Background: an optimization exercise with open tools, aiming at small area, a short achievable clock period and few clock cycles. Do not read the settings as production practice.
Only simulation tests tie the RTL to the original design; equivalence was not proved.
Power figures rest on the tool's default switching activity, not on a simulated workload.

== maple ==
// dma_backend
module dma_backend #(
  parameter int unsigned MaxOut = 4    
) (
  input  logic        clk_i,
  input  logic        rst_ni,
  input  logic        valid_i,
  input  logic [31:0] req_src_i,
  input  logic [31:0] req_dst_i,
  input  logic [31:0] req_num_bytes_i,
  input  logic        req_serialize_i,
  output logic        ready_o,
  output logic [31:0] ar_addr_o,
  output logic [7:0]  ar_len_o,
  output logic        ar_valid_o,
  input  logic        ar_ready_i,
  output logic [31:0] aw_addr_o,
  output logic [7:0]  aw_len_o,
  output logic        aw_valid_o,
  input  logic        aw_ready_i,
  output logic [31:0] w_data_o,
  output logic        w_last_o,
  output logic        w_valid_o,
  input  logic        w_ready_i,
  input  logic [31:0] r_data_i,
  input  logic        r_last_i,
  input  logic        r_valid_i,
  output logic        r_ready_o,
  input  logic        b_valid_i,
  output logic        b_ready_o,
  output logic        backend_idle_o,
  output logic        trans_complete_o
);
Settings: LEC_CHECK=0, CAP_MARGIN=20, CORE_MARGIN=2, CORE_UTILIZATION=70, PLACE_DENSITY=0.8, SLEW_MARGIN=20; clock period 8.5 ns.
standard.sh (not shown) runs the stock make flow with config.mk's settings and CLKGATE_MAP_FILE= SYNTH_SCRIPT=/design/flow/synth_recipe.tcl, a recipe that flattens the netlist after the stock synthesis.
==> flow/flow/run.sh <==
#!/bin/bash
# standard layout; timing repair aims below the clock period, ports buffered with buf_1
bash standard.sh SETUP_SLACK_MARGIN=5.6 "BUFFER_PORTS_ARGS=-buffer_cell sky130_fd_sc_hd__buf_1" finish > standard.log 2>&1
Testbench counts of maple, summed over its fixed seeds: cycles 36,136.
diff inputs: maple => oak
Settings: setting CTS_BUF_LIST to sky130_fd_sc_hd__clkbuf_8 for the first time; changing CORE_UTILIZATION from 70 to 65; changing PLACE_DENSITY from 0.8 to 0.75.
### Flow results
oak: flow completed, timing, DRC and antenna clean. oak ends up with a total routed wire length on the met1 layer that is 36 um higher than in maple. Final-layout clock-cell area share for oak: 1.5 points down relative to maple. Diff maple -> oak | number of iterations in the first detailed-routing pass | decrease of 1. Between maple and oak, the synthesis-to-layout area growth is higher for maple. Between maple and oak, share of layout cells above drive strength 1 increased. Going from maple to oak, height of the die grows by 3.7%. | number of antenna violations at the first check in global routing | oak vs maple | 1 higher |. Delta (oak minus maple): maximum frequency closely matched the old numbers, detailed-routed wire length on met2 decreased by about 9% relative to the old numbers, reported leakage power decreased by 0.091 nW relative to the old numbers, clock share of power decreased by 3.3 points relative to the old numbers.

---

dma_backend again, from the RTL that the note above started with.
==> flow/config.mk <==
export PLATFORM = sky130hd
export DESIGN_NAME = dma_backend
export DESIGN_NICKNAME = dma_backend
export VERILOG_FILES = /design/flow/design.v
export SDC_FILE = /design/flow/constraint.sdc
export NUM_CORES = 4
export LEC_CHECK = 0
export CAP_MARGIN = 20
export CORE_MARGIN = 2
export CORE_UTILIZATION = 65
export CTS_CLUSTER_DIAMETER = 100
export CTS_CLUSTER_SIZE = 30
export PLACE_DENSITY = 0.75
export SLEW_MARGIN = 20
==> flow/constraint.sdc <==
create_clock -name core_clock -period 8.5 [get_ports {clk_i}]
set_input_delay 1.7000 -clock core_clock [delete_from_list [all_inputs] [get_ports {clk_i}]]
set_output_delay 1.7000 -clock core_clock [all_outputs]
set_load 0.01 [all_outputs]
Scripts as last shown in full above: flow/flow/run.sh
The starting point completed with no timing, DRC or antenna violations.
Testbench counts at the start, summed over its fixed seeds: cycles 36,136.
Change:
Settings changed: CTS_CLUSTER_DIAMETER 100 to default, CTS_CLUSTER_SIZE 30 to default, TNS_END_PERCENT from default to 5.
Via count increases by a few percent; cell count is about the same; area after synthesis is unchanged; clock skew hardly moves.
Change:
Settings changed: TNS_END_PERCENT 5 to default.
Effect: Power came out lower by 1.5%; flip-flop and latch count stays the same; via count came out lower by 2.1%; core utilization came out higher by 0.18 points; design area stays flat; first-iteration DRC count came out lower by 16%; register-to-register slack gains 0.13 ns; non-clock buffer count came out higher by 1.

--- another note on this design; it stands on its own ---

Setup of v6:
// dma_backend
module dma_backend #(
  parameter int unsigned MaxOut = 4    
) (
  input  logic        clk_i,
  input  logic        rst_ni,
  input  logic        valid_i,
  input  logic [31:0] req_src_i,
  input  logic [31:0] req_dst_i,
  input  logic [31:0] req_num_bytes_i,
  input  logic        req_serialize_i,
  output logic        ready_o,
  output logic [31:0] ar_addr_o,
  output logic [7:0]  ar_len_o,
  output logic        ar_valid_o,
  input  logic        ar_ready_i,
  output logic [31:0] aw_addr_o,
  output logic [7:0]  aw_len_o,
  output logic        aw_valid_o,
  input  logic        aw_ready_i,
  output logic [31:0] w_data_o,
  output logic        w_last_o,
  output logic        w_valid_o,
  input  logic        w_ready_i,
  input  logic [31:0] r_data_i,
  input  logic        r_last_i,
  input  logic        r_valid_i,
  output logic        r_ready_o,
  input  logic        b_valid_i,
  output logic        b_ready_o,
  output logic        backend_idle_o,
  output logic        trans_complete_o
);
  localparam int unsigned BPtrW = (MaxOut > 1) ? $clog2(MaxOut) : 1;
  logic              free_q;     
  logic              rdy_q;      
  logic              free_d;
  logic              calc_q;     
  logic              ser_q;      
  logic              ar_vld_q;
  logic              aw_vld_q;
  logic [29:0]       src_q;
  logic [29:0]       dst_q;
  logic [29:0]       left_q;
  logic [3:0]        len_q;      
  logic              last_q;     
  logic              ge16;       
  logic              gt16;       
  logic [3:0]        cap_s;
  logic [3:0]        cap_d;
  logic [3:0]        cap_l;
  logic [3:0]        cap_lr;
  logic              s_le_d;
  logic              s_le_l;
  logic              d_le_l;
  logic              l_le_s;
  ...
Size in the first run: about 180 flip-flops, roughly 260 I/O pins.
==> flow/config.mk <==
export PLATFORM = sky130hd
export DESIGN_NAME = dma_backend
export DESIGN_NICKNAME = dma_backend
export VERILOG_FILES = /design/flow/design.v
export SDC_FILE = /design/flow/constraint.sdc
export NUM_CORES = 4
export LEC_CHECK = 0
export CAP_MARGIN = 20
export CORE_MARGIN = 2
export CORE_UTILIZATION = 65
export PLACE_DENSITY = 0.75
export SLEW_MARGIN = 20
==> flow/constraint.sdc <==
create_clock -name core_clock -period 8.5 [get_ports {clk_i}]
set_input_delay 1.7000 -clock core_clock [delete_from_list [all_inputs] [get_ports {clk_i}]]
set_output_delay 1.7000 -clock core_clock [all_outputs]
set_load 0.01 [all_outputs]
standard.sh (not shown) runs the stock make flow with config.mk's settings and CLKGATE_MAP_FILE= SYNTH_SCRIPT=/design/flow/synth_recipe.tcl, a recipe that flattens the netlist after the stock synthesis.
==> flow/flow/run.sh <==
#!/bin/bash
# standard layout; timing repair aims below the clock period, ports buffered with buf_1
bash standard.sh SETUP_SLACK_MARGIN=5.5 "BUFFER_PORTS_ARGS=-buffer_cell sky130_fd_sc_hd__buf_1" finish > standard.log 2>&1
Testbench counts of v6, summed over its fixed seeds: cycles 36,136.
## Diff of input files: v7 against v6
==> flow/flow/run.sh <==
#!/bin/bash
# standard layout; timing repair aims below the clock period, ports buffered with buf_1
bash standard.sh SETUP_SLACK_MARGIN=5.7 "BUFFER_PORTS_ARGS=-buffer_cell sky130_fd_sc_hd__buf_1" finish > standard.log 2>&1
## What came out
- From v6 to v7 the numbers moved as follows: wire length of the first global-routing pass climbed 7.3%; post-route cell area climbed 2.1%; slew at the pin closest to its max-slew limit climbed 0.014 ns; clock network power share dropped 1.1 points; count of instances resized after the clock tree is built climbed 9.

[static timing again, ports no longer ideal]
The flow's constraints put no driver on any port. The routed layouts listed below were extracted and timed again, unchanged, in two steps. Step 1 assumes that a clkbuf_16 drives the clock port and a buf_2 every other input. Step 2 adds t to the input delays and takes it off the output delays; t is the mean of the earliest and latest rising clock arrival at the registers after step 1. Input paths then give back, and output paths get back, about the clock's delay inside the block. a / b / c = ideal ports / drivers / drivers and shift; a / b = the first two.
| run | t, ns | setup slack, ns | worst hold slack (ns) | pins driven straight from the clock port |
|---|---|---|---|---|
| maple | 0.480 | 5.627 / 5.584 / 5.270 | 0.474 / 0.474 / 0.474 | 1 |
| oak | 0.515 | 5.626 / 5.586 / 5.280 | 0.484 / 0.484 / 0.484 | 1 |
| the first run of note 2 | 0.479 | 5.639 / 5.594 / 5.249 | 0.476 / 0.476 / 0.476 | 1 |
| the second run of note 2 | 0.469 | 5.594 / 5.574 / 5.149 | 0.475 / 0.475 / 0.475 | 1 |
| the third run of note 2 | 0.479 | 5.639 / 5.594 / 5.249 | 0.476 / 0.476 / 0.476 | 1 |
| v6 | 0.465 | 5.441 / 5.441 / 5.136 | 0.473 / 0.473 / 0.473 | 1 |
| v7 | 0.476 | 5.595 / 5.595 / 5.347 | 0.475 / 0.475 / 0.475 | 1 |
After both steps setup and hold are still met in every run listed. The setup slack of the second run of note 2, which loses most, moves by -0.020 ns with the drivers and by -0.445 ns with both steps.
